Source: an optimization exercise on an open RTL-to-GDS flow (aim: small area and a short achievable clock period). Production flows keep margins and buffers that such runs may drop. The RTL was checked by simulation tests, not by an equivalence proof against the original design. Power and IR drop assume default switching activity.

[flow/design.v]
module ingress_queue #(
	parameter int DEPTH  = 8,
	parameter int CTRL_W = 8,
	parameter int DATA_W = 16,
	parameter int PORTS  = 4,
	parameter int DEST_W = 2
) (
	input  logic                     clk,
	input  logic                     rst,
	input  logic                     wr_en,
	input  logic [CTRL_W-1:0]        din_ctrl,
	input  logic [DATA_W-1:0]        din_data,
	input  logic                     rd_en,
	output logic [CTRL_W+DATA_W-1:0] dout,
	output logic [PORTS-1:0]         req,
	output logic                     full
);
	localparam int W = CTRL_W + DATA_W;
	logic [W-1:0]     mem [DEPTH];
	logic [DEPTH-1:0] wptr;
	logic [DEPTH-1:0] rptr;
	logic [DEPTH-1:0] wptr_nx;
	logic [DEPTH-1:0] rptr_nx;
	logic             push;
	logic             pop;
	logic             ne;
	logic             last;
	logic             afull;
	logic [DEST_W-1:0] next_dest;
	logic [PORTS-1:0] req_in;
	logic [PORTS-1:0] req_next;
	assign wptr_nx = {wptr[DEPTH-2:0], wptr[DEPTH-1]};
	assign rptr_nx = {rptr[DEPTH-2:0], rptr[DEPTH-1]};
	assign push  = wr_en && !full;
	assign pop   = rd_en;
	assign ne    = |req;
	assign last  = |(rptr_nx & wptr);
	assign afull = |(wptr_nx & rptr);
	always_comb begin
		dout      = '0;
		next_dest = '0;
		for (int k = 0; k < DEPTH; k++) begin
			dout      = dout | ({W{rptr[k]}} & mem[k]);
			next_dest = next_dest | ({DEST_W{rptr_nx[k]}} & mem[k][DATA_W +: DEST_W]);
		end
	end
	always_comb begin
		req_in = '0;
		req_in[din_ctrl[DEST_W-1:0]] = push;
		if (pop) begin
			if (last) begin
				req_next = req_in;
			end else begin
				req_next = '0;
				req_next[next_dest] = 1'b1;
			end
		end else if (ne) begin
			req_next = req;
		end else begin
			req_next = req_in;
		end
	end
	always_ff @(posedge clk) begin
		for (int k = 0; k < DEPTH; k++) begin
			if (push && wptr[k]) begin
				mem[k] <= {din_ctrl, din_data};
			end
		end
	end
	always_ff @(posedge clk or negedge rst) begin
		if (!rst) begin
			wptr <= DEPTH'(1);
			rptr <= DEPTH'(1);
			full <= 1'b0;
			req  <= '0;
		end else begin
			if (push) begin
				wptr <= wptr_nx;
			end
			if (pop) begin
				rptr <= rptr_nx;
			end
			full <= (full && !pop) || (push && !pop && afull);
			req  <= req_next;
		end
	end
endmodule
module port_scheduler #(
	parameter int PORTS = 4
) (
	input  logic [PORTS*PORTS-1:0] req,    
	output logic [PORTS*PORTS-1:0] grant,  
	output logic [PORTS-1:0]       grant_valid,
	output logic [PORTS-1:0]       rd_en
);
	logic [PORTS*PORTS-1:0] seen;  
	always_comb begin
		for (int o = 0; o < PORTS; o++) begin
			seen[o*PORTS] = 1'b0;
			for (int i = 1; i < PORTS; i++) begin
				seen[o*PORTS + i] = seen[o*PORTS + i - 1] | req[(i-1)*PORTS + o];
			end
			for (int i = 0; i < PORTS; i++) begin
				grant[o*PORTS + i] = req[i*PORTS + o] & ~seen[o*PORTS + i];
			end
			grant_valid[o] = seen[o*PORTS + PORTS - 1] | req[(PORTS-1)*PORTS + o];
		end
		for (int i = 0; i < PORTS; i++) begin
			rd_en[i] = 1'b0;
			for (int o = 0; o < PORTS; o++) begin
				rd_en[i] = rd_en[i] | grant[o*PORTS + i];
			end
		end
	end
endmodule
module crossbar_switch #(
	parameter int PORTS  = 4,
	parameter int CTRL_W = 8,
	parameter int DATA_W = 16
) (
	input  logic                             clk,
	input  logic                             rst,
	input  logic [PORTS*(CTRL_W+DATA_W)-1:0] head,
	input  logic [PORTS*PORTS-1:0]           grant,
	input  logic [PORTS-1:0]                 grant_valid,
	output logic [PORTS-1:0]                 out_wr,
	output logic [PORTS*(CTRL_W+DATA_W)-1:0] out_cell
);
	localparam int W = CTRL_W + DATA_W;
	logic [PORTS*W-1:0] sel;
	always_comb begin
		for (int o = 0; o < PORTS; o++) begin
			sel[o*W +: W] = {W{!grant_valid[o]}} & out_cell[o*W +: W];
			for (int i = 0; i < PORTS; i++) begin
				sel[o*W +: W] = sel[o*W +: W] | ({W{grant[o*PORTS + i]}} & head[i*W +: W]);
			end
		end
	end
	always_ff @(posedge clk or negedge rst) begin
		if (!rst) begin
			out_wr   <= '0;
			out_cell <= '0;
		end else begin
			out_wr   <= grant_valid;
			out_cell <= sel;
		end
	end
endmodule
module xbar_top (
	input  logic                    clk,
	input  logic                    rst,
	input  logic                    in_valid0,
	input  logic [8-1:0] in_ctrl0,
	input  logic [16-1:0] in_data0,
	input  logic                    in_valid1,
	input  logic [8-1:0] in_ctrl1,
	input  logic [16-1:0] in_data1,
	input  logic                    in_valid2,
	input  logic [8-1:0] in_ctrl2,
	input  logic [16-1:0] in_data2,
	input  logic                    in_valid3,
	input  logic [8-1:0] in_ctrl3,
	input  logic [16-1:0] in_data3,
	output logic                    in_full0,
	output logic                    in_full1,
	output logic                    in_full2,
	output logic                    in_full3,
	output logic                    out_wr0,
	output logic [8-1:0] out_ctrl0,
	output logic [16-1:0] out_data0,
	output logic                    out_wr1,
	output logic [8-1:0] out_ctrl1,
	output logic [16-1:0] out_data1,
	output logic                    out_wr2,
	output logic [8-1:0] out_ctrl2,
	output logic [16-1:0] out_data2,
	output logic                    out_wr3,
	output logic [8-1:0] out_ctrl3,
	output logic [16-1:0] out_data3
);
	localparam int P  = 4;
	localparam int CW = 8;
	localparam int DW = 16;
	localparam int W  = CW + DW;
	logic [P-1:0]   in_valid;
	logic [P-1:0]   in_full;
	logic [P*CW-1:0] in_ctrl;
	logic [P*DW-1:0] in_data;
	logic [P*W-1:0] head;
	logic [P*P-1:0] req;
	logic [P*P-1:0] grant;
	logic [P-1:0]   grant_valid;
	logic [P-1:0]   rd_en;
	logic [P-1:0]   out_wr;
	logic [P*W-1:0] out_cell;
	assign in_valid = {in_valid3, in_valid2, in_valid1, in_valid0};
	assign in_ctrl  = {in_ctrl3, in_ctrl2, in_ctrl1, in_ctrl0};
	assign in_data  = {in_data3, in_data2, in_data1, in_data0};
	assign {in_full3, in_full2, in_full1, in_full0} = in_full;
	assign {out_wr3, out_wr2, out_wr1, out_wr0}     = out_wr;
	assign {out_ctrl3, out_data3} = out_cell[3*W +: W];
	assign {out_ctrl2, out_data2} = out_cell[2*W +: W];
	assign {out_ctrl1, out_data1} = out_cell[1*W +: W];
	assign {out_ctrl0, out_data0} = out_cell[0*W +: W];
	for (genvar i = 0; i < P; i++) begin : g_queue
		ingress_queue u_queue (
			.clk      (clk),
			.rst      (rst),
			.wr_en    (in_valid[i]),
			.din_ctrl (in_ctrl[i*CW +: CW]),
			.din_data (in_data[i*DW +: DW]),
			.rd_en    (rd_en[i]),
			.dout     (head[i*W +: W]),
			.req      (req[i*P +: P]),
			.full     (in_full[i])
		);
	end
	port_scheduler u_sched (
		.req         (req),
		.grant       (grant),
		.grant_valid (grant_valid),
		.rd_en       (rd_en)
	);
	crossbar_switch u_switch (
		.clk         (clk),
		.rst         (rst),
		.head        (head),
		.grant       (grant),
		.grant_valid (grant_valid),
		.out_wr      (out_wr),
		.out_cell    (out_cell)
	);
endmodule
[flow/run.sh]
#!/bin/bash
# synth_recipe.tcl (not shown) runs the flow's synth.tcl, then flattens the netlist and writes it again
# the make line also repeats each setting of config.mk as NAME=value (left out here)
make -C /OpenROAD-flow-scripts/flow DESIGN_CONFIG=/design/flow/config.mk WORK_HOME=/design/flow/orfs CLKGATE_MAP_FILE= SYNTH_SCRIPT=/design/flow/synth_recipe.tcl finish
[flow/config.mk]
export PLATFORM = sky130hd
export DESIGN_NAME = xbar_top
export DESIGN_NICKNAME = xbar_top
export VERILOG_FILES = /design/flow/design.v
export SDC_FILE = /design/flow/constraint.sdc
export NUM_CORES = 4
export LEC_CHECK = 0
export ABC_CLOCK_PERIOD_IN_PS = 2000
export CAP_MARGIN = 20
export CORE_MARGIN = 2
export CORE_UTILIZATION = 45
export PLACE_DENSITY = 0.6
export SETUP_SLACK_MARGIN = 2.0
export SLEW_MARGIN = 20
[flow/constraint.sdc]
create_clock -name core_clock -period 4.0 [get_ports {clk}]
set_input_delay 0.8000 -clock core_clock [delete_from_list [all_inputs] [get_ports {clk}]]
set_output_delay 0.8000 -clock core_clock [all_outputs]
set_load 0.01 [all_outputs]
==> results.toml, run 1 <==
[global_route]
grtUsageMet3_pct = 6.40
grt-ovfl-total = 0
grt_pass1_wl_microns = 161000
use_met1_pct = 38.4
grt_antenna_before_repair = 2
grt_busiest_layer = "met2"
grt_max_degree = 84
track_usage_pct = 26.7
grtUsageMet2_pct = 40.1
grt_pass1_vias = 23300

[floorplan]
initial_core_util_pct = 45.4
die_h_microns = 289
rows = 104
die_w_microns = 289
ios = 206
die-area_sq_mm = 0.0835
coreArea_sq_mm = 0.0804

[clock_tree]
cts_root_buffer = "clkbuf_16"
clockBufferDepth = 3
worst_skew_pair.late_latency_ns = 0.66
htreeDepth = 3
numCtsBuffers = 97
path_clk_slew_ns = 0.07
tritoncts = "yes"
cts.sinks = 952

[setup_path]
critPathTopFamily = "flip-flops"
critPathMaxStageDelay_ns = 0.48
cp.arrival_ns = 1.28
critical_path_required_ns = 3.20
critPathSlowestCell = "dfrtp_2"
worst-path-max-fanout = 2
criticalPathCategory = "reg -> out"
crit_buf_inv = 1
start_kind = "flop"
crit_chain = "buf_6"
endpoint_kind = "output pin"

[placement]
dp_hpwl_microns = 69100
gp_congestion = 0.876
place_area_sq_mm = 0.0399
port-buffer-count = 205

[final_layout]
area_growth_pct = 27.2
final_common_cell = "edfxtp_1"
nNetsFinal = 2859
seqCellArea_sq_mm = 0.0279
drive_above_1_share_pct = 29.7
mostFrequentLayoutCells = "edfxtp_1, a22oi_1, buf_4"
n_fill_cell = 6147
final_core_util_pct = 57.8
multi_input_area_sq_mm = 0.00886
final_area_sq_mm = 0.0465

[pwr]
p_int_mw = 16.6
peakVddDrop_mv = 0.310
p_comb_share_pct = 1.4
pwr-share-seq_pct = 52.2
p_clk_share_pct = 46.4
swShare_pct = 19.4
p_per_area_mw_per_mm2 = 442
p_switching_mw = 3.97
cellLeakagePower_nw = 16.5
power.total_mw = 20.5

[detailed_routing]
final_antenna_net_count = 0
routed_via_density = 6.43
drt_iter0_drc = 3035
drc = 0
wl_per_cell_microns = 30.2
via_count = 25000
dr.pass1.iters = 6
totalWireLength_microns = 117000

[timing]
min_period_ns = 2.08
tightest_slew_ns = 0.854
setup_tns_ns = 0
fmax_mhz = 480
finalClockSkew_ns = 0.0362
rsz0062_at_grt = "true"
hold_viol = 0
fin_crit_sh_pct = 52.0
maxSlewViolCount = 0
setup_viol = 0
relSlewSlack_pct = 43.1

[logic_synthesis]
ys_seq_area_share_pct = 75.7
synth.avg_cell_area_sq_um = 16.0
ys_warn_count = 4
syn_inst = 2283
netlist_area_sq_mm = 0.0365
yosys_register_bits = 952
yosysUniqueCellTypes = 49

[job]
maxCapViolCount = 0

[outcome]
status = "timing/DRC/antenna clean"

[hold_path]
hold_class = "in -> async"
==> through the flow <==
stage                     setup slack (ns)  std cells  hold slack [ns]
after CTS                             1.79       3802            0.211
after global placement                1.18       3450            0.497
after floorplan                       2.06       2283            0.486
final                                 1.92       3896            0.176
after detailed placement              1.10       3450            0.502
after global routing                  1.86       3896            0.234
==> cells in the mapped netlist (all sizes together) <==
cell | number | area (sq um)
o221ai | 2 | 17.5
a22oi | 574 | 4310
a21o | 33 | 248
nand3 | 37 | 185
nor2b | 19 | 119
and4 | 3 | 26.3
o22ai | 1 | 12.5
nand2 | 110 | 413
or4b | 2 | 23.8
dfstp | 8 | 210
edfxtp | 768 | 23100
a32oi | 1 | 8.76
a22o | 3 | 26.3
nor2 | 15 | 56.3
o41a | 1 | 11.3
or3 | 1 | 6.26
mux2 | 35 | 394
nor4 | 9 | 86.3
buf | 21 | 104
a221oi | 6 | 58.8
o41ai | 3 | 26.3
a21oi | 4 | 20.0
a2111oi | 1 | 15.0
o21ai | 63 | 319
dfrtp | 176 | 4400
mux2i | 5 | 50.1
a31oi | 2 | 12.5
nor4b | 6 | 77.6
o2111ai | 4 | 35.0
inv | 14 | 52.6
and2 | 33 | 206
and3 | 1 | 11.3
clkbuf | 137 | 514
nor3b | 3 | 32.5
a221o | 58 | 581
ha | 4 | 50.1
o32ai | 2 | 17.5
nand2b | 7 | 43.8
nand4 | 109 | 682
or4 | 2 | 15.0
==> logic make-up (layout without fill, tap and decap cells) <==
family / count (synthesis) / in the layout / synth area share (%)
flip-flops: 952 / 952 / 75.7
AO/OA/AOI/OAI: 758 / 758 / 15.6
AND/OR/NAND/NOR: 357 / 366 / 5.43
buffers and inverters: 172 / 714 / 1.84
multiplexers: 40 / 40 / 1.22
adder cells (fa/ha/maj): 4 / 4 / 0.137
other: 0 / 2 / 0
==> registers in the layout (all words and copies together) (netlist names) <==
register,cells
u_switch.out_wr,4
g_queue.u_queue.full,4
g_queue.u_queue.rptr,32
u_switch.out_cell,96
g_queue.u_queue.wptr,32
g_queue.u_queue.mem,768
g_queue.u_queue.req,16
==> path summary, 6_finish.rpt <==
check	start	endpoint	slack, ns	cells after the start
max	u_switch.out_cell[91]	out_ctrl3[3]	1.92	1
min	rst	g_queue[0].u_queue.rptr[3]	0.18	1
max reg2reg	g_queue[0].u_queue.req[0]	g_queue[2].u_queue.rptr[7]	1.92	6
min reg2reg	g_queue[3].u_queue.rptr[6]	g_queue[3].u_queue.rptr[6]	0.53	1
max in group asynchronous	rst	g_queue[1].u_queue.wptr[0]	2.83	2
min in group core_clock	g_queue[3].u_queue.rptr[6]	g_queue[3].u_queue.rptr[6]	0.53	1
==> power by group through the flow <==
stage / Sequential [mW] / Combinational, mW / Clock, mW
6_report: 10.7 / 0.292 / 9.52
5_1_grt: 10.7 / 0.315 / 9.99
4_1_cts: 10.7 / 0.283 / 9.60
3_5_place_dp: 10.9 / 0.281 / 0
3_3_place_gp: 10.9 / 0.267 / 0
2_1_floorplan: 10.9 / 0.0247 / 0
==> layer usage <==
metal  routed length (microns)  up-vias  share of wire, %
li1                          -    10400                 -
met1                     46900    12800                40
met2                     52900     1635                45
met3                     13600      214                12
met4                      4050        0               3.4
met5                         0        -                 0
==> final cells by class <==
class	count	share of cell area, %
sequential	952	59.9
multi-input combinational	1168	19.0
timing repair buffer	520	10.8
clock buffer	121	5.71
tap	1060	2.85
clock inverter	59	1.56
inverter	14	0.113
antenna	2	0.0108
==> worst register-to-register path: stages, from the launching register on <==
cell and delay (ns):
dfrtp_4 0.50, buf_6 0.14, nor3b_2 0.04, buf_6 0.13, a2111oi_4 0.59, buf_6 0.24, mux2_2 0.35
==> timing repair <==
item | 4_1_cts | 5_1_grt
setup endpoints to repair | 1022 | 994
gates resized for setup | 668 | 192
hold buffers | 0 | 0
buffers inserted | 169 | 75
pin swaps | 67 | 54
cloned | 3 | 17
==> inputs of run 2 (changes only) <==
==> flow/config.mk (replaced) <==
export PLATFORM = sky130hd
export DESIGN_NAME = xbar_top
export DESIGN_NICKNAME = xbar_top
export VERILOG_FILES = /design/flow/design.v
export SDC_FILE = /design/flow/constraint.sdc
export NUM_CORES = 4
export LEC_CHECK = 0
export ABC_CLOCK_PERIOD_IN_PS = 1600
export CAP_MARGIN = 20
export CORE_MARGIN = 2
export CORE_UTILIZATION = 45
export PLACE_DENSITY = 0.6
export SETUP_SLACK_MARGIN = 2.4
export SLEW_MARGIN = 20
==> results.toml, run 2 <==
[setup_path]
critPathSlowestCell = "dfrtp_2"
cp.depth = 9
criticalPathCategory = "reg -> reg"
reg2reg_setup_slack_ns = 1.87
endpoint_kind = "flop"
start_kind = "flop"
crit_chain = "buf_8 > nor4b_4 > buf_4 > buf_4 > nor4_4 > buf_6 > buf_4 > buf_6 > mux2_2"
cp.arrival_ns = 2.67
critPathMaxStageDelay_ns = 0.46
crit_buf_inv = 6
reg2reg_depth = 9
crit_path_frequent_cell = "buf_4"
worst-path-max-fanout = 6
critical_path_required_ns = 4.54
critPathTopFamily = "buffers and inverters"

[final_layout]
mostFrequentLayoutCells = "edfxtp_1, a22oi_1, buf_4"
multi_input_area_sq_mm = 0.0105
final_common_cell = "edfxtp_1"
seqCellArea_sq_mm = 0.0279
n_fill_cell = 5626
largest_register = "g_queue.u_queue.mem"
drive_above_1_share_pct = 42.4
area_growth_pct = 38.6
largest_registers = "g_queue.u_queue.mem: 768 flops, u_switch.out_cell: 96 flops"
nNetsFinal = 3100
largest_reg_flops = 768

[pwr]
cellLeakagePower_nw = 18.1
p_per_area_mw_per_mm2 = 391
p_switching_mw = 4.04
pwr-share-seq_pct = 54.1
p_int_mw = 15.8
peakVddDrop_mv = 0.357
p_clk_share_pct = 44.3
swShare_pct = 20.4
p_comb_share_pct = 1.6

[global_route]
grt_pass1_vias = 26000
grt_max_degree = 90
grt_pass1_wl_microns = 189000
grt_antenna_before_repair = 4
grt-ovfl-total = 0
track_usage_pct = 31.6

[logic_synthesis]
syn_inst = 2283
synth_top_area_share_pct = 63.1
netlist_area_sq_mm = 0.0365
ys.flop_type = "edfxtp_1"
yosys_register_bits = 952
synth_top_cell_by_area = "edfxtp_1"
ys_warn_count = 4
ys_top_cells_by_count = "edfxtp_1, a22oi_1, dfrtp_1"
ys_async_sr_fraction_pct = 19.3
synth.avg_cell_area_sq_um = 16.0
yosysUniqueCellTypes = 49
synth_edf_count = 768
ys_seq_area_share_pct = 75.7
synthTopCellsByArea = "edfxtp_1, dfrtp_1, a22oi_1"
synth_most_common_cell = "edfxtp_1"

[timing]
rsz0062_at_grt = "true"
fin_crit_sh_pct = 53.3
hold_viol = 0
finalClockSkew_ns = 0.0403
setup_tns_ns = 0
maxSlewViolCount = 0
relSlewSlack_pct = 54.1
fmax_mhz = 469
setup_viol = 0
min_period_ns = 2.13
worst_hold_slack_ns = 0.103
tightest_slew_ns = 0.687

[clock_tree]
worst_skew_pair.late_latency_ns = 0.67
path_clk_slew_ns = 0.06
cts.sinks = 952
cts_hold_buf = 0
cts_root_buffer = "clkbuf_16"
htreeDepth = 3
numCtsBuffers = 99
clockBufferDepth = 3
tritoncts = "yes"

[floorplan]
die_w_microns = 289
rows = 104
die_h_microns = 289
die-area_sq_mm = 0.0835
coreArea_sq_mm = 0.0804
initial_core_util_pct = 45.4
ios = 206

[detailed_routing]
final_antenna_net_count = 0
drc = 0
dr_wl_met2_microns = 59900
drt_iter0_drc = 4107
wl_met1_microns = 50200
wl_per_cell_microns = 33.1
routed_via_density = 6.62
totalWireLength_microns = 137000
via_count = 27400
top_layer_used = "met5"
dr.pass1.iters = 6
wl_met3_microns = 19000

[placement]
gp_congestion = 0.857
port-buffer-count = 205
dp_hpwl_microns = 70700

[outcome]
status = "timing/DRC/antenna clean"

[job]
maxCapViolCount = 0

[hold_path]
hold_class = "in -> async"
run 2: cell counts after synthesis:
Identical to the previous run, type by type.
run 2: final cells by class:
type	instances	share of cell area (%)
antenna	1	0.00494
clock buffer	129	5.30
clock inverter	54	0.738
inverter	14	0.109
multi-input combinational	1204	20.7
sequential	952	55.0
tap	1060	2.62
timing repair buffer	723	15.5
run 2: power by group through the flow:
stage	logic (mW)	clock network (mW)	registers, mW
floorplan	0.0337	0	10.9
global placement	0.265	0	10.9
detailed placement	0.281	0	10.9
CTS	0.302	8.79	10.7
global route	0.339	9.21	10.7
finish	0.316	8.76	10.7
run 2: path summary, 6_finish.rpt:
kind                                            startpoint                    endpoint
worst max-delay path             g_queue[0].u_queue.req[1]  g_queue[3].u_queue.rptr[5]
worst min-delay path                                   rst  g_queue[3].u_queue.wptr[1]
worst max register to register   g_queue[0].u_queue.req[1]  g_queue[3].u_queue.rptr[5]
worst min register to register  g_queue[3].u_queue.rptr[7]  g_queue[3].u_queue.rptr[7]
max in group asynchronous                              rst  g_queue[0].u_queue.rptr[2]
min in group core_clock         g_queue[3].u_queue.rptr[7]  g_queue[3].u_queue.rptr[7]
run 2: metrics by stage:
step	instance area [sq um]	setup slack, ns	std cells	util [%]	total power [mW]
6_report	50700	1.87	4137	63.0	19.8
5_1_grt	50700	1.84	4137	63.0	20.3
4_1_cts	49300	1.89	4044	61.3	19.8
3_5_place_dp	40100	1.25	3445	49.8	11.2
3_3_place_gp	40100	1.32	3445	49.8	11.2
2_1_floorplan	36900	2.08	2283	-	11.0
run 2: kinds of logic after synthesis:
| kind of cell | count (synthesis) | share of synthesized area, % |
|---|---|---|
| buffers and inverters | 172 | 1.84 |
| muxes | 40 | 1.22 |
| AOI/OAI and AO/OA | 758 | 15.6 |
| DFF | 952 | 75.7 |
| adders and majority gates | 4 | 0.137 |
| and+or+nand+nor | 357 | 5.43 |
run 2: worst register-to-register path, stage by stage, from the launching register on:
cell,delay (ns)
dfrtp_2,0.46
buf_8,0.14
nor4b_4,0.04
buf_4,0.16
buf_4,0.14
nor4_4,0.31
buf_6,0.18
buf_4,0.13
buf_6,0.12
mux2_2,0.34
run 2: per-layer routing:
layer | vias to the layer above | global-route usage (%)
met5 | - | 0
met4 | 6 | 14.2
met3 | 493 | 9.16
met2 | 2273 | 46.8
met1 | 13700 | 43.6
li1 | 10900 | -
run 2: what timing repair did:
| action | in CTS | in global routing |
|---|---|---|
| buffers inserted | 356 | 82 |
| endpoints found under the setup margin | 1053 | 496 |
| gates cloned | 60 | 10 |
| gates resized for setup | 1217 | 150 |
| pin swaps | 266 | 135 |
| hold endpoints to repair | 0 | 0 |
==> inputs of run 3 (changes only) <==
==> flow/config.mk (replaced) <==
export PLATFORM = sky130hd
export DESIGN_NAME = xbar_top
export DESIGN_NICKNAME = xbar_top
export VERILOG_FILES = /design/flow/design.v
export SDC_FILE = /design/flow/constraint.sdc
export NUM_CORES = 4
export LEC_CHECK = 0
export CAP_MARGIN = 20
export CORE_MARGIN = 2
export CORE_UTILIZATION = 45
export PLACE_DENSITY = 0.6
export SLEW_MARGIN = 20
==> results.toml, run 3 <==
[detailed_routing]
drc = 0
via_count = 23500
dr.pass1.iters = 8
final_antenna_net_count = 0
wl_per_cell_microns = 30.2
drt_iter0_drc = 3339
totalWireLength_microns = 111000
routed_via_density = 6.42

[pwr]
power.total_mw = 20.3
p_per_area_mw_per_mm2 = 468
peakVddDrop_mv = 0.399
cellLeakagePower_nw = 14.8

[hold_path]
hold_class = "in -> async"

[logic_synthesis]
yosys_register_bits = 952
synth_most_common_cell = "edfxtp_1"
netlist_area_sq_mm = 0.0365
synth_top_family_by_area = "compound AO/OA/AOI/OAI gates"
synth_xor_xnor_area_share_pct = 0
syn_inst = 2283
yosysUniqueCellTypes = 49
ys.flop_type = "edfxtp_1"
ys_warn_count = 4
synth_top_cell_by_area = "edfxtp_1"
synth_top_area_share_pct = 63.1
ys_async_sr_fraction_pct = 19.3
synth_edf_count = 768
muxShareOfSynthArea_pct = 1.22
synth_fa_ha_area_share_pct = 0.137
synthSimpleGateAreaFrac_pct = 5.43
synth.avg_cell_area_sq_um = 16.0
synthTopCellsByArea = "edfxtp_1, dfrtp_1, a22oi_1"
ys_seq_area_share_pct = 75.7
synth_compound_area_share_pct = 15.6
ys_top_cells_by_count = "edfxtp_1, a22oi_1, dfrtp_1"

[setup_path]
endpoint_kind = "flop"
reg2reg_setup_slack_ns = 0.91
criticalPathCategory = "reg -> reg"
worst-path-max-fanout = 22
critPathMaxStageDelay_ns = 1.02
crit_buf_inv = 0
critPathTopFamily = "compound AO/OA/AOI/OAI gates"
critical_path_required_ns = 4.51
start_kind = "flop"
cp.arrival_ns = 3.60
reg2reg_depth = 5
crit_chain = "nor3b_2 > a2111oi_4 > o41ai_1 > nor2_1 > a31oi_1"
r2r-start = "g_queue[1].u_queue.req[2]"
critPathSlowestCell = "dfrtp_1"
r2r_end = "g_queue[2].u_queue.req[1]"

[clock_tree]
worst_skew_pair.late_latency_ns = 0.68
numCtsBuffers = 97
tritoncts = "yes"
cts_hold_buf = 0
clockBufferDepth = 3
cts.sinks = 952
path_clk_slew_ns = 0.06
cts_resized = 0
cts_root_buffer = "clkbuf_16"
htreeDepth = 3
post-cts-setup-buffer-count = 0

[timing]
finalClockSkew_ns = 0.0367
fmax_mhz = 324
hold_viol = 0
relSlewSlack_pct = 23.6
tightest_slew_ns = 1.14
min_period_ns = 3.09
fin_crit_sh_pct = 77.3
setup_viol = 0
rsz0062_at_grt = "false"
setup_ws_ns = 0.909
maxSlewViolCount = 0
setup_tns_ns = 0

[global_route]
grt-ovfl-total = 0
grt_pass1_wl_microns = 160000
grt_pass1_vias = 23000
grt_max_degree = 83
track_usage_pct = 26.3
grt_antenna_before_repair = 2

[final_layout]
largest_reg_flops = 768
final_core_util_pct = 54.1
final_common_cell = "edfxtp_1"
mostFrequentLayoutCells = "edfxtp_1, a22oi_1, clkdlybuf4s50_1"
diodes = 0
fin_cells = 3659
drive_above_1_share_pct = 11.5
largest_register = "g_queue.u_queue.mem"
nNetsFinal = 2625
area_growth_pct = 19.0
largest_registers = "g_queue.u_queue.mem: 768 flops, u_switch.out_cell: 96 flops"

[floorplan]
die_h_microns = 289
initial_core_util_pct = 45.4
die-area_sq_mm = 0.0835
rows = 104
coreArea_sq_mm = 0.0804
ios = 206
die_w_microns = 289

[placement]
pre_cts_ws_ns = 0.961
port-buffer-count = 205
placed_cells_incl_taps = 3480
dp_hpwl_microns = 72900
gp_congestion = 0.860

[outcome]
status = "timing/DRC/antenna clean"

[job]
maxCapViolCount = 0
run 3: area by class of cell:
type | count | area (sq um)
Multi-Input combinational cell | 1159 | 8290
Fill cell | 6424 | 36900
Timing Repair Buffer | 295 | 2840
Sequential cell | 952 | 27700
Clock inverter | 47 | 626
Clock buffer | 132 | 2670
Tap cell | 1060 | 1330
Inverter | 14 | 52.6
run 3: layer usage:
metal	up-vias	wire length, microns	GRT usage (%)
li1	9935	-	-
met1	12000	45500	37.4
met2	1410	49700	39.6
met3	180	12000	6.98
met4	4	3460	8.85
met5	-	23	0
run 3: worst max-delay path by stage:
stage | endpoint | slack (ns) | cells after the start | start
after floorplan | g_queue[2].u_queue.mem[0][0] | 1.84 | 2 | in_valid2
after global placement | g_queue[2].u_queue.mem[2][2] | 0.96 | 4 | in_valid2
after detailed placement | g_queue[2].u_queue.mem[2][10] | 0.96 | 4 | in_valid2
after CTS | g_queue[2].u_queue.req[1] | 1.02 | 5 | g_queue[1].u_queue.req[2]
after global routing | g_queue[2].u_queue.req[1] | 0.65 | 5 | g_queue[1].u_queue.req[2]
final | g_queue[2].u_queue.req[1] | 0.91 | 5 | g_queue[1].u_queue.req[2]
run 3: per-stage QoR:
| step | instance area [sq um] | hold WS, ns |
|---|---|---|
| floorplan | 36500 | 0.486 |
| global placement | 40200 | 0.463 |
| detailed placement | 40200 | 0.492 |
| CTS | 43500 | 0.169 |
| global route | 43500 | 0.187 |
| finish | 43500 | 0.142 |
run 3: worst reg2reg max path, cell delays in order, from the launching register on:
cell and delay, ns:
dfrtp_1 1.02, nor3b_2 0.34, a2111oi_4 0.95, o41ai_1 0.37
nor2_1 0.19, a31oi_1 0.05
run 3: cell families (layout without fill, tap and decap cells):
logic type | after synthesis | after routing
buffers and inverters | 172 | 488
muxes | 40 | 40
and+or+nand+nor | 357 | 357
AOI/OAI and AO/OA | 758 | 758
adders and majority gates | 4 | 4
DFF | 952 | 952
run 3: where the power goes:
part           total [mW]  internal [mW]  switching (mW)  leakage [nW]
sequential           10.7           10.7               0          9.41
combinational       0.286          0.101           0.186          3.80
clock                9.35           5.54            3.81          1.59
total                20.3           16.4            4.00          14.8
==> inputs of run 4 (changes only) <==
--- a/flow/config.mk
+++ b/flow/config.mk
@@ -5,8 +5,10 @@
 export SDC_FILE = /design/flow/constraint.sdc
 export NUM_CORES = 4
 export LEC_CHECK = 0
+export ABC_CLOCK_PERIOD_IN_PS = 2000
 export CAP_MARGIN = 20
 export CORE_MARGIN = 2
-export CORE_UTILIZATION = 45
-export PLACE_DENSITY = 0.6
+export CORE_UTILIZATION = 60
+export PLACE_DENSITY = 0.7
+export SETUP_SLACK_MARGIN = 1.95
 export SLEW_MARGIN = 20
==> results.toml, run 4 <==
[setup_path]
r2r_end = "g_queue[2].u_queue.mem[0][13]"
r2r-start = "g_queue[2].u_queue.full"
critPathTopFamily = "simple AND/OR/NAND/NOR gates"
reg2reg_setup_slack_ns = 1.88
crit_buf_inv = 1
start_kind = "input pin"
worst-path-max-fanout = 25
cp.arrival_ns = 2.54
critPathMaxStageDelay_ns = 0.77
critical_path_required_ns = 4.28
critPathSlowestCell = "and2_2"
criticalPathCategory = "in -> reg"
endpoint_kind = "flop"
reg2reg_depth = 3
crit_chain = "clkdlybuf4s50_1 > nor2b_1 > and2_2"

[logic_synthesis]
ys.flop_type = "edfxtp_1"
ys_async_sr_fraction_pct = 19.3
synth_edf_count = 768
netlist_area_sq_mm = 0.0365
ys_warn_count = 4
yosysUniqueCellTypes = 49
synthTopCellsByArea = "edfxtp_1, dfrtp_1, a22oi_1"
synth_top_cell_by_area = "edfxtp_1"
yosys_register_bits = 952
synth_most_common_cell = "edfxtp_1"
ys_top_cells_by_count = "edfxtp_1, a22oi_1, dfrtp_1"
synth_top_area_share_pct = 63.1
ys_seq_area_share_pct = 75.7
synth.avg_cell_area_sq_um = 16.0
syn_inst = 2283

[clock_tree]
clockBufferDepth = 3
tritoncts = "yes"
cts_hold_buf = 0
cts.sinks = 952
path_clk_slew_ns = 0.06
numCtsBuffers = 92
cts_root_buffer = "clkbuf_16"
htreeDepth = 3
worst_skew_pair.late_latency_ns = 0.66

[placement]
gp_congestion = 0.937
pre_cts_ws_ns = 1.11
dp_hpwl_microns = 66800
port-buffer-count = 205

[outcome]
status = "timing/DRC/antenna clean"

[final_layout]
nNetsFinal = 2800
final_common_cell = "edfxtp_1"
area_growth_pct = 22.3
mostFrequentLayoutCells = "edfxtp_1, a22oi_1, buf_4"
largest_registers = "g_queue.u_queue.mem: 768 flops, u_switch.out_cell: 96 flops"
drive_above_1_share_pct = 26.1
largest_reg_flops = 768
largest_register = "g_queue.u_queue.mem"
n_fill_cell = 3628

[detailed_routing]
totalWireLength_microns = 111000
routed_via_density = 7.01
via_count = 24900
wl_per_cell_microns = 31.3
final_antenna_net_count = 0
drt_iter0_drc = 3583
drc = 0
dr.pass1.iters = 10

[global_route]
grt_pass1_wl_microns = 157000
grt_max_degree = 74
grt_pass1_vias = 23500
grt-ovfl-total = 0
grt_antenna_before_repair = 4
track_usage_pct = 34.4

[timing]
rsz0062_at_grt = "true"
finalClockSkew_ns = 0.0233
worst_hold_slack_ns = 0.134
fmax_mhz = 443
min_period_ns = 2.26
setup_viol = 0
tightest_slew_ns = 1.03
relSlewSlack_pct = 30.1
setup_ws_ns = 1.74
fin_crit_sh_pct = 56.4
setup_tns_ns = 0
hold_viol = 0
maxSlewViolCount = 0

[floorplan]
initial_core_util_pct = 60.7
coreArea_sq_mm = 0.0602
rows = 90
die_h_microns = 251
die-area_sq_mm = 0.0629
ios = 206
die_w_microns = 251

[pwr]
cellLeakagePower_nw = 16.0
p_per_area_mw_per_mm2 = 444
power.total_mw = 19.8
peakVddDrop_mv = 0.502

[hold_path]
hold_class = "in -> async"

[job]
maxCapViolCount = 0
-- run 4: layout make-up --
class                           count  area (sq um)  share of cell area (%)
Clock inverter                     47           541                    1.21
Timing Repair Buffer              473          4100                    9.17
Tap cell                          782           978                    2.19
Clock buffer                      124          2570                    5.76
Sequential cell                   952         27800                    62.3
Antenna cell                        2          5.00                  0.0112
Inverter                           14          52.6                   0.118
Multi-Input combinational cell   1161          8610                    19.3
-- run 4: through the flow --
| step | area (sq um) | utilization, % | instances |
|---|---|---|---|
| CTS | 43700 | 72.5 | 3487 |
| finish | 44700 | 74.2 | 3555 |
| global route | 44700 | 74.2 | 3555 |
| detailed placement | 39500 | 65.6 | 3170 |
| floorplan | 36600 | - | 2283 |
| global placement | 39500 | 65.6 | 3170 |
-- run 4: worst max path at each step --
stage                              start                       endpoint  slack (ns)  cells past startpoint
2_1_floorplan  g_queue[2].u_queue.req[2]     g_queue[2].u_queue.rptr[1]        2.06                      4
3_3_place_gp                   in_valid2   g_queue[2].u_queue.mem[2][0]        1.19                      3
3_5_place_dp                 in_ctrl2[0]      g_queue[2].u_queue.req[3]        1.11                      6
4_1_cts                        in_valid2   g_queue[2].u_queue.mem[2][5]        1.80                      3
5_1_grt                        in_valid2  g_queue[2].u_queue.mem[0][20]        1.71                      3
6_report                       in_valid2  g_queue[2].u_queue.mem[0][13]        1.74                      3
-- run 4: cell families (layout without fill, tap and decap cells) --
family	Yosys count	count (layout)	share of synthesized area, %
compound gates	758	758	15.6
fa+ha+maj	4	4	0.137
buf+inv	172	658	1.84
flops	952	952	75.7
mux	40	40	1.22
other cells	0	2	0
simple gates	357	359	5.43
-- run 4: per-layer routing --
layer	global-route usage, %	vias to the layer above	wire length, microns
met5	0	-	27
met1	47.4	12500	40600
met3	8.37	367	13600
li1	-	10300	-
met2	53.4	1825	51400
met4	14.4	4	5520
-- run 4: timing repair --
item	CTS	global route
setup endpoints to repair	994	809
resized for setup	553	109
gates cloned	0	4
endpoints found under the hold margin	0	0
pin swaps	61	31
setup buffers	146	62
-- run 4: power by group --
| group | switching [mW] | internal (mW) |
|---|---|---|
| clock | 3.71 | 5.13 |
| sequential | 0 | 10.7 |
| combinational | 0.179 | 0.102 |
==> inputs of run 5 (changes only) <==
--- a/flow/config.mk
+++ b/flow/config.mk
@@ -9,6 +9,8 @@
 export CAP_MARGIN = 20
 export CORE_MARGIN = 2
 export CORE_UTILIZATION = 60
+export CTS_CLUSTER_DIAMETER = 80
+export CTS_CLUSTER_SIZE = 25
 export PLACE_DENSITY = 0.7
 export SETUP_SLACK_MARGIN = 1.95
 export SLEW_MARGIN = 20
==> results.toml, run 5 <==
[floorplan]
rows = 90
die-area_sq_mm = 0.0629
coreArea_sq_mm = 0.0602
initial_core_util_pct = 60.7
die_w_microns = 251
die_h_microns = 251
ios = 206

[final_layout]
mostFrequentLayoutCells = "edfxtp_1, a22oi_1, buf_4"
n_fill_cell = 3876
nNetsFinal = 2758
drive_above_1_share_pct = 23.2
area_growth_pct = 17.0
final_common_cell = "edfxtp_1"
largest_registers = "g_queue.u_queue.mem: 768 flops, u_switch.out_cell: 96 flops"
multi_input_area_sq_mm = 0.00853
largest_reg_flops = 768
seqCellArea_sq_mm = 0.0278
largest_register = "g_queue.u_queue.mem"

[global_route]
grt_pass1_wl_microns = 154000
grt_pass1_vias = 22900
grt_max_degree = 74
track_usage_pct = 33.7
grt-ovfl-total = 0
grt_antenna_before_repair = 3

[pwr]
peakVddDrop_mv = 0.340
cellLeakagePower_nw = 15.1
p_per_area_mw_per_mm2 = 378
power.total_mw = 16.2

[logic_synthesis]
synth_top_area_share_pct = 63.1
netlist_area_sq_mm = 0.0365
synthTopCellsByArea = "edfxtp_1, dfrtp_1, a22oi_1"
syn_inst = 2283
synth_edf_count = 768
ys_warn_count = 4
yosysUniqueCellTypes = 49
yosys_register_bits = 952
synth_top_cell_by_area = "edfxtp_1"
ys.flop_type = "edfxtp_1"
ys_async_sr_fraction_pct = 19.3
synth_most_common_cell = "edfxtp_1"
ys_seq_area_share_pct = 75.7
synth.avg_cell_area_sq_um = 16.0
ys_top_cells_by_count = "edfxtp_1, a22oi_1, dfrtp_1"

[setup_path]
critical_path_required_ns = 4.49
start_kind = "flop"
cp.arrival_ns = 2.61
crit_chain = "buf_4 > a22oi_1 > nand4_1 > a22oi_1 > nand3_1"
worst-path-max-fanout = 30
endpoint_kind = "flop"
critPathTopFamily = "compound AO/OA/AOI/OAI gates"
criticalPathCategory = "reg -> reg"
crit_buf_inv = 1
critPathSlowestCell = "nand4_1"
crit_path_frequent_cell = "a22oi_1"
critPathMaxStageDelay_ns = 0.48

[job]
maxCapViolCount = 0

[timing]
fin_crit_sh_pct = 53.0
finalClockSkew_ns = 0.0335
rsz0062_at_grt = "true"
fmax_mhz = 472
maxSlewViolCount = 0
relSlewSlack_pct = 35.6
tightest_slew_ns = 0.953
setup_viol = 0
min_period_ns = 2.12
hold_viol = 0
setup_tns_ns = 0

[detailed_routing]
totalWireLength_microns = 110000
via_count = 24500
drt_iter0_drc = 3729
drc = 0
dr.pass1.iters = 9
final_antenna_net_count = 0
routed_via_density = 7.07
wl_per_cell_microns = 31.7

[clock_tree]
worst_skew_pair.late_latency_ns = 0.64
cts.sinks = 952
path_clk_slew_ns = 0.10
numCtsBuffers = 44
cts_hold_buf = 0
tritoncts = "yes"
cts_root_buffer = "clkbuf_16"
htreeDepth = 2
clockBufferDepth = 3

[placement]
gp_congestion = 0.937
port-buffer-count = 205
dp_hpwl_microns = 66800

[hold_path]
hold_class = "in -> async"

[outcome]
status = "timing/DRC/antenna clean"
## run 5: kinds of logic after synthesis
group                      after synthesis  synth area share [%]
muxes                                   40                  1.22
buffers and inverters                  172                  1.84
and+or+nand+nor                        357                  5.43
adders and majority gates                4                 0.137
DFF                                    952                  75.7
AOI/OAI and AO/OA                      758                  15.6
## run 5: path summary, 6_finish.rpt
| check | from | to | cells past startpoint | slack, ns |
|---|---|---|---|---|
| worst max-delay path | g_queue[3].u_queue.rptr[4] | u_switch.out_cell[9] | 5 | 1.88 |
| max in group asynchronous | rst | g_queue[0].u_queue.rptr[7] | 2 | 2.83 |
| min in group core_clock | g_queue[1].u_queue.wptr[0] | g_queue[1].u_queue.wptr[0] | 1 | 0.54 |
| worst min register to register | g_queue[1].u_queue.wptr[0] | g_queue[1].u_queue.wptr[0] | 1 | 0.54 |
| worst max register to register | g_queue[3].u_queue.rptr[4] | u_switch.out_cell[9] | 5 | 1.88 |
| worst min-delay path | rst | g_queue[2].u_queue.rptr[7] | 1 | 0.17 |
## run 5: cell type report
class / instances / share of cell area (%)
clock buffers: 75 / 2.90
flip-flops and latches: 952 / 65.1
multi-input cells: 1163 / 20.0
well taps: 782 / 2.29
clock inverters: 7 / 0.176
diodes: 1 / 0.00585
repair buffers: 477 / 9.49
inverters: 14 / 0.123
## run 5: timing repair
action | in CTS | in global routing
hold endpoints to repair | 0 | 0
gates resized for setup | 544 | 92
buffers inserted | 145 | 69
gates cloned | 0 | 4
pin swaps | 55 | 29
setup endpoints to repair | 1010 | 851
## run 5: metal layers
layer | routed length [microns] | up-vias | GRT usage, %
met3 | 13000 | 304 | 6.82
met5 | 27 | - | 0
met4 | 4710 | 4 | 13.0
met1 | 40700 | 12300 | 47.5
li1 | - | 10100 | -
met2 | 51600 | 1785 | 52.7
## run 5: stage by stage
step,area (sq um),setup slack [ns],util [%],hold slack [ns],std cells
after floorplan,36600,2.06,-,0.486,2283
after global placement,39500,1.19,65.6,0.509,3170
after detailed placement,39500,1.11,65.6,0.512,3170
after CTS,41800,1.77,69.4,0.160,3397
after global routing,42800,1.86,71.0,0.186,3471
final,42800,1.88,71.0,0.166,3471
## run 5: power breakdown
group / internal (mW) / switching (mW) / total (mW)
combinational: 0.102 / 0.181 / 0.282
clock: 2.22 / 2.97 / 5.19
sequential: 10.7 / 0 / 10.7
total: 13.0 / 3.15 / 16.2
==> inputs of run 6 (changes only) <==
--- a/flow/design.v
+++ b/flow/design.v
@@ -17,9 +17,10 @@
 );
 	localparam int W = CTRL_W + DATA_W;
 	logic [W-1:0]     mem [DEPTH];
-	logic [DEPTH-1:0] wptr;
+	localparam int AW = $clog2(DEPTH);
+	logic [AW-1:0]    wptr;
 	logic [DEPTH-1:0] rptr;
-	logic [DEPTH-1:0] wptr_nx;
+	logic [AW-1:0]    wptr_nx;
 	logic [DEPTH-1:0] rptr_nx;
 	logic             push;
 	logic             pop;
@@ -29,13 +30,13 @@
 	logic [DEST_W-1:0] next_dest;
 	logic [PORTS-1:0] req_in;
 	logic [PORTS-1:0] req_next;
-	assign wptr_nx = {wptr[DEPTH-2:0], wptr[DEPTH-1]};
+	assign wptr_nx = wptr + 1'b1;
 	assign rptr_nx = {rptr[DEPTH-2:0], rptr[DEPTH-1]};
 	assign push  = wr_en && !full;
 	assign pop   = rd_en;
 	assign ne    = |req;
-	assign last  = |(rptr_nx & wptr);
-	assign afull = |(wptr_nx & rptr);
+	assign last  = rptr_nx[wptr];
+	assign afull = rptr[wptr_nx];
 	always_comb begin
 		dout      = '0;
 		next_dest = '0;
@@ -62,14 +63,14 @@
 	end
 	always_ff @(posedge clk) begin
 		for (int k = 0; k < DEPTH; k++) begin
-			if (push && wptr[k]) begin
+			if (push && wptr == AW'(k)) begin
 				mem[k] <= {din_ctrl, din_data};
 			end
 		end
 	end
 	always_ff @(posedge clk or negedge rst) begin
 		if (!rst) begin
-			wptr <= DEPTH'(1);
+			wptr <= '0;
 			rptr <= DEPTH'(1);
 			full <= 1'b0;
 			req  <= '0;
==> flow/flow/run.sh (new file) <==
#!/bin/bash
# Own layout flow: the standard flow (standard synthesis unchanged), with the
# port buffers made from plain buf_2 cells instead of the delay buffer that
# buffer_ports picks on its own. Every tool's output goes to the ORFS logs under
# orfs/logs/, and make's own output to flow_make.log in the work folder.
set -euo pipefail
export BUFFER_PORTS_ARGS="-buffer_cell sky130_fd_sc_hd__buf_2"
bash standard.sh finish > flow_make.log 2>&1
==> flow/standard.sh (new file) <==
#!/bin/bash
# synth_recipe.tcl (not shown) runs the flow's synth.tcl, then flattens the netlist and writes it again
# the make line also repeats each setting of config.mk as NAME=value (left out here)
make -C /OpenROAD-flow-scripts/flow DESIGN_CONFIG=/design/flow/config.mk WORK_HOME=/design/flow/orfs CLKGATE_MAP_FILE= SYNTH_SCRIPT=/design/flow/synth_recipe.tcl "${@:-finish}"
removed: flow/run.sh
==> results.toml, run 6 <==
[outcome]
status = "timing/DRC/antenna clean"

[clock_tree]
path_clk_slew_ns = 0.10
tritoncts = "yes"
cts_root_buffer = "clkbuf_16"
cts.sinks = 932
numCtsBuffers = 45
worst_skew_pair.late_latency_ns = 0.62
cts_hold_buf = 0
htreeDepth = 2
clockBufferDepth = 3

[floorplan]
die_h_microns = 250
initial_core_util_pct = 60.5
ios = 206
coreArea_sq_mm = 0.0601
die-area_sq_mm = 0.0626
rows = 90
die_w_microns = 250

[final_layout]
mostFrequentLayoutCells = "edfxtp_1, a22oi_1, buf_4"
final_area_sq_mm = 0.0424
largest_registers = "g_queue.u_queue.mem: 768 flops, u_switch.out_cell: 96 flops, g_queue.u_queue.rptr: 32 flops"
n_fill_cell = 3843
final_common_cell = "edfxtp_1"
largest_reg_flops = 768
nNetsFinal = 2759
largest_register = "g_queue.u_queue.mem"
area_growth_pct = 16.6
seqCellArea_sq_mm = 0.0273
fin_cells = 3451
drive_above_1_share_pct = 28.7
final_core_util_pct = 70.5
multi_input_area_sq_mm = 0.00911

[global_route]
grt_pass1_wl_microns = 153000
grt_antenna_before_repair = 8
grt-ovfl-total = 0
grt_max_degree = 72
grt_pass1_vias = 23000
track_usage_pct = 33.2

[placement]
pre_cts_ws_ns = 1.05
dp_hpwl_microns = 64000
gp_congestion = 0.951
place_area_sq_mm = 0.0383
placed_cells_incl_taps = 3156
port-buffer-count = 205

[timing]
rsz0062_at_grt = "true"
maxSlewViolCount = 0
worst_hold_slack_ns = 0.194
finalClockSkew_ns = 0.0232
relSlewSlack_pct = 42.4
setup_ws_ns = 1.87
setup_viol = 0
hold_viol = 0
fmax_mhz = 470
fin_crit_sh_pct = 53.2
tightest_slew_ns = 0.863
min_period_ns = 2.13
setup_tns_ns = 0

[pwr]
swShare_pct = 23.7
p_switching_mw = 4.52
cellLeakagePower_nw = 15.0
p_clk_share_pct = 27.7
power.total_mw = 19.1
peakVddDrop_mv = 0.446
pwr-share-seq_pct = 63.2
p_int_mw = 14.6
p_per_area_mw_per_mm2 = 450
p_comb_share_pct = 9.0

[logic_synthesis]
yosysUniqueCellTypes = 50
ys.flop_type = "edfxtp_1"
ys_top_cells_by_count = "edfxtp_1, a22oi_1, dfrtp_1"
synth_top_cell_by_area = "edfxtp_1"
ys_seq_area_share_pct = 74.7
synth_top_area_share_pct = 63.4
synthTopCellsByArea = "edfxtp_1, dfrtp_1, a22oi_1"
yosys_register_bits = 932
synth_most_common_cell = "edfxtp_1"
ys_warn_count = 4
netlist_area_sq_mm = 0.0364
ys_async_sr_fraction_pct = 17.6
synth.avg_cell_area_sq_um = 16.0
syn_inst = 2275
synth_edf_count = 768

[setup_path]
worst-path-max-fanout = 3
criticalPathCategory = "reg -> reg"
cp.arrival_ns = 2.67
endpoint_kind = "flop"
critical_path_required_ns = 4.54
start_kind = "flop"

[detailed_routing]
via_count = 24200
drc = 0
top_layer_used = "met5"
dr_wl_met2_microns = 48700
wl_per_cell_microns = 30.9
dr.pass1.iters = 9
drt_iter0_drc = 3651
wl_met3_microns = 13400
wl_met1_microns = 39800
totalWireLength_microns = 107000
routed_via_density = 7.01
final_antenna_net_count = 0

[job]
maxCapViolCount = 0

[hold_path]
hold_class = "in -> async"
run 6: final timing paths:
| kind | startpoint | to | slack, ns | cells after the start |
|---|---|---|---|---|
| setup / recovery | g_queue[1].u_queue.rptr[0] | g_queue[1].u_queue.req[3] | 1.87 | 5 |
| max in group asynchronous | rst | g_queue[3].u_queue.wptr[0] | 2.75 | 2 |
| setup reg to reg | g_queue[1].u_queue.rptr[0] | g_queue[1].u_queue.req[3] | 1.87 | 5 |
| hold / removal | rst | g_queue[1].u_queue.wptr[1] | 0.19 | 1 |
| hold reg to reg | u_switch.out_cell[24] | u_switch.out_cell[24] | 0.52 | 1 |
| min in group core_clock | in_ctrl1[5] | g_queue[1].u_queue.mem[7][21] | 0.44 | 1 |
run 6: repair_timing:
action / in CTS / in global routing
endpoints found under the setup margin: 788 / 711
pin swaps: 64 / 37
buffers inserted: 136 / 70
cloned: 1 / 1
resized for setup: 156 / 149
run 6: critical path, cell delays in order (launching register included):
cell and delay (ns):
dfstp_4 0.65, mux2i_1 0.07, mux4_2 0.48, nor2b_4 0.15, or4b_4 0.52, o221ai_2 0.18
run 6: cell type report:
class	count	share of cell area, %
sequential	932	64.4
antenna	3	0.0177
inverter	28	0.248
tap	782	2.31
multi-input combinational	1151	21.5
clock inverter	9	0.268
timing repair buffer	471	8.27
clock buffer	75	3.03
run 6: cell families (layout without fill, tap and decap cells):
family / count (synthesis) / after routing / synth area share, %
buf+inv: 192 / 583 / 2.06
xor+xnor: 4 / 4 / 0.0963
flops: 932 / 932 / 74.7
simple gates: 354 / 354 / 5.36
compound gates: 714 / 714 / 14.8
fa+ha+maj: 28 / 28 / 0.963
mux: 51 / 51 / 1.98
other cells: 0 / 3 / 0
run 6: power groups by stage:
stage	Clock (mW)	Combinational, mW	Sequential [mW]
6_report	5.29	1.72	12.1
5_1_grt	5.67	1.86	12.1
2_1_floorplan	0	0.833	12.2
3_3_place_gp	0	1.40	12.3
4_1_cts	5.32	1.60	12.1
3_5_place_dp	0	1.44	12.3
run 6: layer usage:
layer | global-route usage [%] | up-vias
met2 | 50.1 | 1680
li1 | - | 10100
met5 | 0 | -
met4 | 12.5 | 10
met3 | 9.11 | 295
met1 | 46.9 | 12100
==> inputs of run 7 (changes only) <==
--- a/flow/config.mk
+++ b/flow/config.mk
@@ -8,9 +8,7 @@
 export ABC_CLOCK_PERIOD_IN_PS = 2000
 export CAP_MARGIN = 20
 export CORE_MARGIN = 2
-export CORE_UTILIZATION = 60
-export CTS_CLUSTER_DIAMETER = 80
-export CTS_CLUSTER_SIZE = 25
-export PLACE_DENSITY = 0.7
+export CORE_UTILIZATION = 45
+export PLACE_DENSITY = 0.6
 export SETUP_SLACK_MARGIN = 1.95
 export SLEW_MARGIN = 20
==> results.toml, run 7 <==
[final_layout]
area_growth_pct = 23.6
largest_register = "g_queue.u_queue.mem"
mostFrequentLayoutCells = "edfxtp_1, a22oi_1, buf_4"
final_core_util_pct = 56.0
nNetsFinal = 2846
n_fill_cell = 6189
drive_above_1_share_pct = 30.6
final_area_sq_mm = 0.0450
final_common_cell = "edfxtp_1"
largest_reg_flops = 768
largest_registers = "g_queue.u_queue.mem: 768 flops, u_switch.out_cell: 96 flops, g_queue.u_queue.rptr: 32 flops"

[logic_synthesis]
muxShareOfSynthArea_pct = 1.98
synth_fa_ha_area_share_pct = 0.963
ys_warn_count = 4
synthTopCellsByArea = "edfxtp_1, dfrtp_1, a22oi_1"
synth_top_cell_by_area = "edfxtp_1"
netlist_area_sq_mm = 0.0364
syn_inst = 2275
synthSimpleGateAreaFrac_pct = 5.36
yosysUniqueCellTypes = 50
ys_seq_area_share_pct = 74.7
synth_most_common_cell = "edfxtp_1"
ys.flop_type = "edfxtp_1"
synth_edf_count = 768
ys_async_sr_fraction_pct = 17.6
synth_top_area_share_pct = 63.4
ys_top_cells_by_count = "edfxtp_1, a22oi_1, dfrtp_1"
yosys_register_bits = 932
synth.avg_cell_area_sq_um = 16.0
synth_top_family_by_area = "compound AO/OA/AOI/OAI gates"
synth_xor_xnor_area_share_pct = 0.0963
synth_compound_area_share_pct = 14.8

[floorplan]
die_w_microns = 288
ios = 206
rows = 104
initial_core_util_pct = 45.3
coreArea_sq_mm = 0.0803
die_h_microns = 288
die-area_sq_mm = 0.0831

[timing]
min_period_ns = 2.12
tightest_slew_ns = 0.787
setup_ws_ns = 1.88
setup_viol = 0
fmax_mhz = 473
hold_viol = 0
finalClockSkew_ns = 0.0376
maxSlewViolCount = 0
fin_crit_sh_pct = 52.9
rsz0062_at_grt = "true"
setup_tns_ns = 0
relSlewSlack_pct = 47.5

[global_route]
grt_max_degree = 84
grt_antenna_before_repair = 5
track_usage_pct = 26.4
grt_pass1_wl_microns = 160000
grt-ovfl-total = 0
grt_pass1_vias = 23200

[placement]
dp_hpwl_microns = 67800
port-buffer-count = 205
pre_cts_ws_ns = 1.00
place_area_sq_mm = 0.0387
gp_congestion = 0.869

[setup_path]
critical_path_required_ns = 3.20
endpoint_kind = "output pin"
critPathMaxStageDelay_ns = 0.49
crit_buf_inv = 1
start_kind = "flop"
critPathTopFamily = "flip-flops"
cp.arrival_ns = 1.32
worst-path-max-fanout = 2
reg2reg_setup_slack_ns = 1.90
criticalPathCategory = "reg -> out"
critPathSlowestCell = "dfrtp_2"
crit_chain = "buf_6"

[clock_tree]
htreeDepth = 3
numCtsBuffers = 95
path_clk_slew_ns = 0.06
cts.sinks = 932
worst_skew_pair.late_latency_ns = 0.68
cts_hold_buf = 0
tritoncts = "yes"
cts_root_buffer = "clkbuf_16"
clockBufferDepth = 3

[pwr]
cellLeakagePower_nw = 16.1
peakVddDrop_mv = 0.365
p_per_area_mw_per_mm2 = 504
p_switching_mw = 5.32
swShare_pct = 23.4
p_comb_share_pct = 7.1
p_clk_share_pct = 39.6
pwr-share-seq_pct = 53.4
p_int_mw = 17.4

[detailed_routing]
drc = 0
final_antenna_net_count = 0
totalWireLength_microns = 112000
wl_per_cell_microns = 29.1
drt_iter0_drc = 2866
via_count = 24400
dr.pass1.iters = 9
routed_via_density = 6.32

[hold_path]
hold_class = "in -> async"

[job]
maxCapViolCount = 0

[outcome]
status = "timing/DRC/antenna clean"
[run 7: area by class of cell]
type                            count  area [sq um]  share of cell area, %
Tap cell                         1060          1330                   2.95
Timing Repair Buffer              508          4100                   9.11
Clock buffer                      120          2620                   5.82
Inverter                           28           105                  0.234
Multi-Input combinational cell   1151          9010                   20.0
Antenna cell                        4          10.0                 0.0223
Clock inverter                     57           543                   1.21
Sequential cell                   932         27300                   60.6
[run 7: timing repair]
item / in CTS / in global routing
pin swaps: 59 / 43
setup endpoints to repair: 755 / 771
gates resized for setup: 217 / 115
buffers inserted: 151 / 88
cloned: 5 / 0
[run 7: per-stage QoR]
step                      hold WS, ns  instances  power, mW
after floorplan                 0.491       2275       13.0
after global placement          0.483       3435       13.7
after detailed placement        0.486       3435       13.8
after CTS                      0.0633       3768       22.7
after global routing           0.0969       3859       23.4
final                          0.0628       3860       22.7
[run 7: worst paths after layout]
kind | start | end | cells after the start
setup / recovery | u_switch.out_cell[40] | out_ctrl1[0] | 1
hold / removal | rst | g_queue[0].u_queue.full | 1
hold reg to reg | u_switch.out_cell[65] | u_switch.out_cell[65] | 1
max in group asynchronous | rst | g_queue[1].u_queue.rptr[3] | 2
setup reg to reg | g_queue[1].u_queue.req[3] | g_queue[1].u_queue.req[1] | 5
min in group core_clock | in_data2[12] | g_queue[2].u_queue.mem[2][12] | 1
[run 7: per-layer routing]
metal	vias up	global-route usage, %	wire, microns
met5	-	0	12
met4	2	10.2	4400
met3	221	7.54	12400
met2	1309	40.9	52000
met1	12500	35.5	43600
li1	10300	-	-
[run 7: logic make-up (layout without fill, tap and decap cells)]
family,after synthesis,count (layout)
AO/OA/AOI/OAI,714,714
AND/OR/NAND/NOR,354,354
other,0,4
multiplexers,51,51
adder cells (fa/ha/maj),28,28
buffers and inverters,192,713
XOR/XNOR,4,4
flip-flops,932,932
[run 7: power by group through the flow]
stage | Clock [mW] | Sequential (mW) | Combinational [mW]
3_3_place_gp | 0 | 12.3 | 1.42
5_1_grt | 9.42 | 12.2 | 1.75
2_1_floorplan | 0 | 12.2 | 0.833
6_report | 8.97 | 12.1 | 1.60
4_1_cts | 9.06 | 12.1 | 1.56
3_5_place_dp | 0 | 12.3 | 1.45
==> inputs of run 8 (changes only) <==
--- a/flow/design.v
+++ b/flow/design.v
@@ -16,73 +16,79 @@
 	output logic                     full
 );
 	localparam int W = CTRL_W + DATA_W;
-	logic [W-1:0]     mem [DEPTH];
-	localparam int AW = $clog2(DEPTH);
-	logic [AW-1:0]    wptr;
-	logic [DEPTH-1:0] rptr;
-	logic [AW-1:0]    wptr_nx;
-	logic [DEPTH-1:0] rptr_nx;
+	localparam int R = DEPTH - 1;  
+	logic [W-1:0]     head;
+	logic [W-1:0]     mem [R];
+	logic [R-1:0]     wptr;
+	logic [R-1:0]     rptr;
+	logic [R-1:0]     wptr_nx;
+	logic [R-1:0]     rptr_nx;
+	logic             mem_ne;    
 	logic             push;
 	logic             pop;
 	logic             ne;
-	logic             last;
-	logic             afull;
-	logic [DEST_W-1:0] next_dest;
+	logic             mem_wr;
+	logic             mem_rd;
+	logic             head_ld;
+	logic             mem_last;
+	logic             mem_afull;
+	logic [W-1:0]     din;
+	logic [W-1:0]     mem_head;
 	logic [PORTS-1:0] req_in;
-	logic [PORTS-1:0] req_next;
-	assign wptr_nx = wptr + 1'b1;
-	assign rptr_nx = {rptr[DEPTH-2:0], rptr[DEPTH-1]};
-	assign push  = wr_en && !full;
-	assign pop   = rd_en;
-	assign ne    = |req;
-	assign last  = rptr_nx[wptr];
-	assign afull = rptr[wptr_nx];
-	always_comb begin
-		dout      = '0;
-		next_dest = '0;
-		for (int k = 0; k < DEPTH; k++) begin
-			dout      = dout | ({W{rptr[k]}} & mem[k]);
-			next_dest = next_dest | ({DEST_W{rptr_nx[k]}} & mem[k][DATA_W +: DEST_W]);
-		end
-	end
-	always_comb begin
-		req_in = '0;
-		req_in[din_ctrl[DEST_W-1:0]] = push;
-		if (pop) begin
-			if (last) begin
-				req_next = req_in;
-			end else begin
-				req_next = '0;
-				req_next[next_dest] = 1'b1;
-			end
-		end else if (ne) begin
-			req_next = req;
-		end else begin
-			req_next = req_in;
-		end
-	end
+	logic [PORTS-1:0] req_mem;
+	assign din     = {din_ctrl, din_data};
+	assign wptr_nx = {wptr[R-2:0], wptr[R-1]};
+	assign rptr_nx = {rptr[R-2:0], rptr[R-1]};
+	assign push   = wr_en && !full;
+	assign pop    = rd_en;
+	assign ne     = |req;
+	assign head_ld = pop || !ne;
+	assign mem_wr = push && ne && (mem_ne || !pop);
+	assign mem_rd = pop && mem_ne;
+	assign mem_last  = |(rptr_nx & wptr);
+	assign mem_afull = |(wptr_nx & rptr);
+	always_comb begin
+		mem_head = '0;
+		for (int k = 0; k < R; k++) begin
+			mem_head = mem_head | ({W{rptr[k]}} & mem[k]);
+		end
+	end
+	always_comb begin
+		req_in  = '0;
+		req_mem = '0;
+		req_in[din_ctrl[DEST_W-1:0]]             = push;
+		req_mem[mem_head[DATA_W +: DEST_W]]      = 1'b1;
+	end
+	assign dout = head;
 	always_ff @(posedge clk) begin
-		for (int k = 0; k < DEPTH; k++) begin
-			if (push && wptr == AW'(k)) begin
-				mem[k] <= {din_ctrl, din_data};
+		if (head_ld) begin
+			head <= mem_ne ? mem_head : din;
+		end
+		for (int k = 0; k < R; k++) begin
+			if (mem_wr && wptr[k]) begin
+				mem[k] <= din;
 			end
 		end
 	end
 	always_ff @(posedge clk or negedge rst) begin
 		if (!rst) begin
-			wptr <= '0;
-			rptr <= DEPTH'(1);
-			full <= 1'b0;
-			req  <= '0;
+			wptr   <= R'(1);
+			rptr   <= R'(1);
+			mem_ne <= 1'b0;
+			full   <= 1'b0;
+			req    <= '0;
 		end else begin
-			if (push) begin
+			if (mem_wr) begin
 				wptr <= wptr_nx;
 			end
-			if (pop) begin
+			if (mem_rd) begin
 				rptr <= rptr_nx;
 			end
-			full <= (full && !pop) || (push && !pop && afull);
-			req  <= req_next;
+			mem_ne <= mem_wr || (mem_ne && !(mem_rd && mem_last));
+			full   <= (full && !mem_rd) || (mem_wr && !mem_rd && mem_afull);
+			if (head_ld) begin
+				req <= mem_ne ? req_mem : req_in;
+			end
 		end
 	end
 endmodule
==> flow/run.sh (new file) <==
#!/bin/bash
# synth_recipe.tcl (not shown) runs the flow's synth.tcl, then flattens the netlist and writes it again
# the make line also repeats each setting of config.mk as NAME=value (left out here)
make -C /OpenROAD-flow-scripts/flow DESIGN_CONFIG=/design/flow/config.mk WORK_HOME=/design/flow/orfs CLKGATE_MAP_FILE= SYNTH_SCRIPT=/design/flow/synth_recipe.tcl finish
--- a/flow/config.mk
+++ b/flow/config.mk
@@ -8,7 +8,9 @@
 export ABC_CLOCK_PERIOD_IN_PS = 2000
 export CAP_MARGIN = 20
 export CORE_MARGIN = 2
-export CORE_UTILIZATION = 45
-export PLACE_DENSITY = 0.6
+export CORE_UTILIZATION = 60
+export CTS_CLUSTER_DIAMETER = 80
+export CTS_CLUSTER_SIZE = 25
+export PLACE_DENSITY = 0.7
 export SETUP_SLACK_MARGIN = 1.95
 export SLEW_MARGIN = 20
removed: flow/flow/run.sh
removed: flow/standard.sh
==> results.toml, run 8 <==
[clock_tree]
htreeDepth = 2
clockBufferDepth = 3
path_clk_slew_ns = 0.10
cts.sinks = 948
cts_hold_buf = 0
tritoncts = "yes"
numCtsBuffers = 45

[logic_synthesis]
syn_inst = 2364
synth_top_cell_by_area = "edfxtp_1"
synth_most_common_cell = "edfxtp_1"
ys_top_cells_by_count = "edfxtp_1, a22oi_1, dfrtp_1"
netlist_area_sq_mm = 0.0368
synthTopCellsByArea = "edfxtp_1, dfrtp_1, a22oi_1"
ys_async_sr_fraction_pct = 19.0
ys_warn_count = 4
synth_top_area_share_pct = 62.6
yosysUniqueCellTypes = 64
ys_seq_area_share_pct = 74.8
synth_edf_count = 768

[timing]
fin_crit_sh_pct = 54.6
fmax_mhz = 458
min_period_ns = 2.18
tightest_slew_ns = 1.02
maxSlewViolCount = 0
rsz0062_at_grt = "true"
hold_viol = 0
setup_tns_ns = 0
worst_hold_slack_ns = 0.246
setup_viol = 0

[floorplan]
ios = 206
coreArea_sq_mm = 0.0606
rows = 90
die-area_sq_mm = 0.0634
initial_core_util_pct = 60.8

[setup_path]
endpoint_kind = "flop"
criticalPathCategory = "reg -> reg"
critical_path_required_ns = 4.52
startpoint = "g_queue[1].u_queue.req[3]"
start_kind = "flop"
worst-path-max-fanout = 8
reg2reg_depth = 8

[outcome]
status = "timing/DRC/antenna clean"

[final_layout]
final_core_util_pct = 70.9
mostFrequentLayoutCells = "edfxtp_1, a22oi_1, nand2_1"
area_growth_pct = 16.6
largest_registers = "g_queue.u_queue.mem: 672 flops, g_queue.u_queue.head: 96 flops, u_switch.out_cell: 96 flops"
largest_reg_flops = 672
seqCellArea_sq_mm = 0.0277
final_common_cell = "edfxtp_1"
nNetsFinal = 2816
multi_input_area_sq_mm = 0.00968
fin_cells = 3530

[detailed_routing]
totalWireLength_microns = 112000
final_antenna_net_count = 0
via_count = 25200
drt_iter0_drc = 4231
wl_per_cell_microns = 31.7
dr.pass1.iters = 6

[hold_path]
hold_class = "in -> async"

[global_route]
grt_antenna_before_repair = 2
grt-ovfl-total = 0
grt_max_degree = 109
track_usage_pct = 34.5

[pwr]
cellLeakagePower_nw = 14.5
p_per_area_mw_per_mm2 = 451
peakVddDrop_mv = 0.456

[placement]
gp_congestion = 0.929
placed_cells_incl_taps = 3238
port-buffer-count = 205
dp_hpwl_microns = 61800

[job]
maxCapViolCount = 0
## run 8: changes by cell type after synthesis, moves of 69 or more
cell      before  now
a21oi_1        7   76
nand4_1      103    6
a41oi_1        0   88
a222oi_1      22  103
nor2_1         4  144
a22oi_1      516  302
o211ai_1       0   72
## run 8: worst max path at each step
| stage | to | slack (ns) | cells after the start |
|---|---|---|---|
| finish | g_queue[3].u_queue.rptr[1] | 1.82 | 8 |
| global route | g_queue[3].u_queue.rptr[4] | 1.79 | 8 |
| CTS | g_queue[1].u_queue.mem[4][5] | 1.82 | 4 |
| detailed placement | g_queue[0].u_queue.mem[3][5] | 1.00 | 4 |
| global placement | g_queue[0].u_queue.mem[3][5] | 1.05 | 4 |
| floorplan | g_queue[0].u_queue.mem[0][0] | 1.95 | 6 |
## run 8: routing by layer
layer	vias up	share of wire, %	global-route usage, %
met5	-	0.015	0
met4	2	4.5	13.1
met3	285	12	6.60
met2	1989	46	53.0
met1	12600	38	49.7
li1	10400	-	-
## run 8: cell families (layout without fill, tap and decap cells)
family / count (synthesis) / in the layout / synth area share [%]
other: 1 / 25 / 0.0102
AO/OA/AOI/OAI: 733 / 745 / 15.5
adder cells (fa/ha/maj): 4 / 4 / 0.136
buffers and inverters: 205 / 484 / 2.21
multiplexers: 63 / 63 / 1.94
flip-flops: 948 / 948 / 74.8
AND/OR/NAND/NOR: 410 / 479 / 5.37
## run 8: cell type report
| cell class | count | share of cell area [%] |
|---|---|---|
| timing repair buffer | 378 | 7.43 |
| timing repair inverter | 1 | 0.0175 |
| inverter | 21 | 0.204 |
| clock inverter | 8 | 0.163 |
| tap | 782 | 2.28 |
| multi-input combinational | 1315 | 22.5 |
| sequential | 948 | 64.4 |
| clock buffer | 76 | 2.99 |
| antenna | 1 | 0.00582 |
## run 8: worst max-delay path: stages, from the launching register on
cell and delay (ns):
dfrtp_4 0.53, buf_4 0.17, nor4b_4 0.38, buf_12 0.15
nor4_4 0.03, buf_4 0.16, buf_2 0.15, nand2b_4 0.19
mux2_2 0.31
## run 8: timing repair
| item | in CTS | in global routing |
|---|---|---|
| setup buffers | 100 | 23 |
| gates resized for setup | 585 | 61 |
| pin swaps | 45 | 19 |
| cloned | 71 | 13 |
| hold endpoints to repair | 0 | 0 |
| setup endpoints to repair | 1001 | 705 |
## run 8: stage by stage
step	total power [mW]	area (sq um)	setup WS [ns]
finish	19.4	43000	1.82
global route	19.8	43000	1.79
CTS	19.3	42500	1.82
detailed placement	14.1	39700	1.00
global placement	14.1	39700	1.05
floorplan	12.6	37000	1.95
## run 8: where the power goes
group          total (mW)  internal, mW  switching, mW
combinational        2.31          1.10           1.21
sequential           11.8          11.2          0.617
clock                5.29          2.25           3.04

Setup slack of run 8, layout unchanged: 1.815 ns with ideal ports, 1.815 ns with driving cells assumed (clock clkbuf_16, inputs buf_2), 1.321 ns with port delays also shifted by the 0.685 ns mid clock arrival.
